What follows belongs to an exercise in optimizing a design on an open flow for small area, a short achievable clock period and few clock cycles per item; a production flow would make more cautious choices. Only simulation tests tie the RTL to the original design; equivalence was not proved.

==> inputs of 12-15 <==
## angle_slew_limiter_unit
module angle_slew_limiter_unit
(
    input  logic                                   clk,
    input  logic                                   rst_n,
    input  logic                                   cfg_valid,
    output logic                                   cfg_ready,
    input  logic [asl_pkg::RATE_W-1:0]             cfg_max_rate,
    input  logic                                   frame_valid,
    output logic                                   frame_ready,
    input  logic signed [asl_pkg::VEC_WIDTH-1:0]   frame_tgt_x,
    input  logic signed [asl_pkg::VEC_WIDTH-1:0]   frame_tgt_y,
    input  logic signed [asl_pkg::VEC_WIDTH-1:0]   frame_src_x,
    input  logic signed [asl_pkg::VEC_WIDTH-1:0]   frame_src_y,
    input  logic [asl_pkg::STAMP_W-1:0]            frame_stamp_us,
    output logic                                   result_valid,
    input  logic                                   result_ready,
    output logic signed [asl_pkg::OUT_ANGLE_W-1:0] result_angle,
    output logic                                   result_was_limited,
    output logic                                   result_was_held
);
Settings: LEC_CHECK=0, ABC_AREA=1, ABC_CLOCK_PERIOD_IN_PS=4000, CAP_MARGIN=20, CORE_MARGIN=2, CORE_UTILIZATION=45, SETUP_SLACK_MARGIN=3.3, SLEW_MARGIN=20; clock period 7.5 ns.
run.sh (not shown) runs the stock make flow with config.mk's settings and CLKGATE_MAP_FILE= SYNTH_SCRIPT=/design/flow/synth_recipe.tcl, a recipe that flattens the netlist after the stock synthesis.
==> 03-08: changes against 12-15 <==
--- a/flow/design.v
+++ b/flow/design.v
@@ -3553,16 +3553,18 @@
     begin
         zt_ah <= zt_a[31:16];
         zt_bh <= zt_b[31:16];
         zt_cq <= zt_c;
         zs_ah <= zs_a[31:16];
         zs_bh <= zs_b[31:16];
         zs_cq <= zs_c;
-        des   <= (zt_ah + zt_bh + 16'(zt_cq)) - (zs_ah + zs_bh + 16'(zs_cq));
+        des   <= des_c;
     end
+    logic [15:0] des_c;
+    assign des_c = (zt_ah + zt_bh + 16'(zt_cq)) - (zs_ah + zs_bh + 16'(zs_cq));
     assign bt = '0;
     assign bs = '0;
     logic [15:0] cur_q;
     logic [15:0] lim16, new_angle, cur_p, cur_m;
     logic [17:0] ss, xs;
     logic [18:0] ys;
     logic [1:0]  kk;
--- a/flow/config.mk
+++ b/flow/config.mk
@@ -6,9 +6,9 @@
 export NUM_CORES = 4
 export LEC_CHECK = 0
 export ABC_AREA = 1
 export ABC_CLOCK_PERIOD_IN_PS = 4000
 export CAP_MARGIN = 20
 export CORE_MARGIN = 2
 export CORE_UTILIZATION = 45
-export SETUP_SLACK_MARGIN = 3.3
+export SETUP_SLACK_MARGIN = 3.6
 export SLEW_MARGIN = 20
==> 08-10: changes against 12-15 <==
--- a/flow/design.v
+++ b/flow/design.v
@@ -3553,16 +3553,18 @@
     begin
         zt_ah <= zt_a[31:16];
         zt_bh <= zt_b[31:16];
         zt_cq <= zt_c;
         zs_ah <= zs_a[31:16];
         zs_bh <= zs_b[31:16];
         zs_cq <= zs_c;
-        des   <= (zt_ah + zt_bh + 16'(zt_cq)) - (zs_ah + zs_bh + 16'(zs_cq));
+        des   <= des_c;
     end
+    logic [15:0] des_c;
+    assign des_c = (zt_ah + zt_bh + 16'(zt_cq)) - (zs_ah + zs_bh + 16'(zs_cq));
     assign bt = '0;
     assign bs = '0;
     logic [15:0] cur_q;
     logic [15:0] lim16, new_angle, cur_p, cur_m;
     logic [17:0] ss, xs;
     logic [18:0] ys;
     logic [1:0]  kk;
==> flow/config.mk (replaced) <==
export PLATFORM = sky130hd
export DESIGN_NAME = angle_slew_limiter_unit
export DESIGN_NICKNAME = angle_slew_limiter_unit
export VERILOG_FILES = /design/flow/design.v
export SDC_FILE = /design/flow/constraint.sdc
export NUM_CORES = 4
export LEC_CHECK = 0
export ABC_AREA = 1
export ABC_CLOCK_PERIOD_IN_PS = 4500
export CAP_MARGIN = 20
export CORE_MARGIN = 2
export CORE_UTILIZATION = 45
export SETUP_SLACK_MARGIN = 3.3
export SLEW_MARGIN = 20
==> qor summary <==
|  | 12-15 | 08-10 | 03-08 |
|---|---|---|---|
| Result of the run | timing/DRC/antenna clean | timing/DRC/antenna clean | timing/DRC/antenna clean |
| Tap cells | 3043 | 3132 | 3132 |
| Mean cell area of the mapped netlist | 9.05 um^2 | 9.07 um^2 | 9.07 um^2 |
| Wire length of the first global-routing pass | 415000 um | 413000 um | 416000 um |
| Fraction of layout cells with a size suffix above 1 | 7.93% | 8.86% | 11.4% |
| Post-synthesis compound-gate area fraction | 10.1% | 9.69% | 9.69% |
| Met2 Resource Use GR | 36.4% | 36.2% | 36.7% |
| Clock-pin slew reported for the worst setup and hold paths after clock tree synthesis | 0.07 ns | 0.07 ns | 0.06 ns |
| Shortest period the worst path allows | 4.19 ns | 4.17 ns | 4.19 ns |
| Via count of the first global-routing pass | 78610 | 78962 | 79463 |
| Worst hold start | lim_p[3][10]$_DFF_P_ | lim_p[14][2]$_DFF_P_ | lim_p[11][7]$_DFF_P_ |
| Count of inverters not on the clock network in the layout | 1547 | 1533 | 1533 |
| Core occupancy in the finished layout | 51.5% | 52.0% | 53.0% |
| Seq area share | 33.0% | 32.7% | 32.1% |
| Worst Clk Skew | 0.0572 ns | 0.0586 ns | 0.0405 ns |
| Cell area after synthesis | 105000 um^2 | 105000 um^2 | 105000 um^2 |
| Worst path buffer plus inverter count | 3 | 4 | 5 |
| Adder-cell area share of the yosys netlist | 20.1% | 20.1% | 20.1% |
| Met3 Usage GRT | 2.94% | 2.58% | 3.29% |
| Post-synthesis cell type count | 74 | 81 | 81 |
| Synth-to-Final Area Change | 13.9% | 14.8% | 17.1% |
| Initial cell density of the core | 45.2% | 45.3% | 45.3% |
| Worst reg2reg startpoint | cur_q[6]$_DFFE_PN0P_ | cur_q[2]$_DFFE_PN0P_ | cur_q[10]$_DFFE_PN0P_ |
| Area occupied by registers | 39600 um^2 | 39600 um^2 | 39600 um^2 |
Testbench counts of 12-15, summed over its fixed seeds: cycles 2,592, items 2,048.
Testbench counts of 03-08, summed over its fixed seeds: cycles 2,592, items 2,048.
Testbench counts of 08-10, summed over its fixed seeds: cycles 2,592, items 2,048.

-- afterwards: timing with drivers on the ports --
Ports are ideal in the flow. The routed layouts listed here were re-timed in OpenROAD. Step 1 sets driving cells, clkbuf_16 on the clock port and buf_2 on the other inputs (assumed; they add their load-dependent delay and slew). Step 2 adds t to the input delays and takes it off the output delays; t is the mean of the earliest and latest rising clock arrival at the registers after step 1. Input paths then give back, and output paths get back, about the clock's delay inside the block. Three values: no drivers, after step 1, after step 2; two values: the first two.
run	t (ns)	slack for setup (ns)	worst setup path at the end
12-15	0.939	3.312 / 3.312 / 2.820	input to register
03-08	0.949	3.307 / 3.307 / 2.870	input to register
08-10	0.921	3.331 / 3.331 / 2.938	input to register
After both steps setup and hold are still met in every run listed. The setup slack of 12-15, which loses most, moves by 0.000 ns with the drivers and by -0.492 ns with both steps.
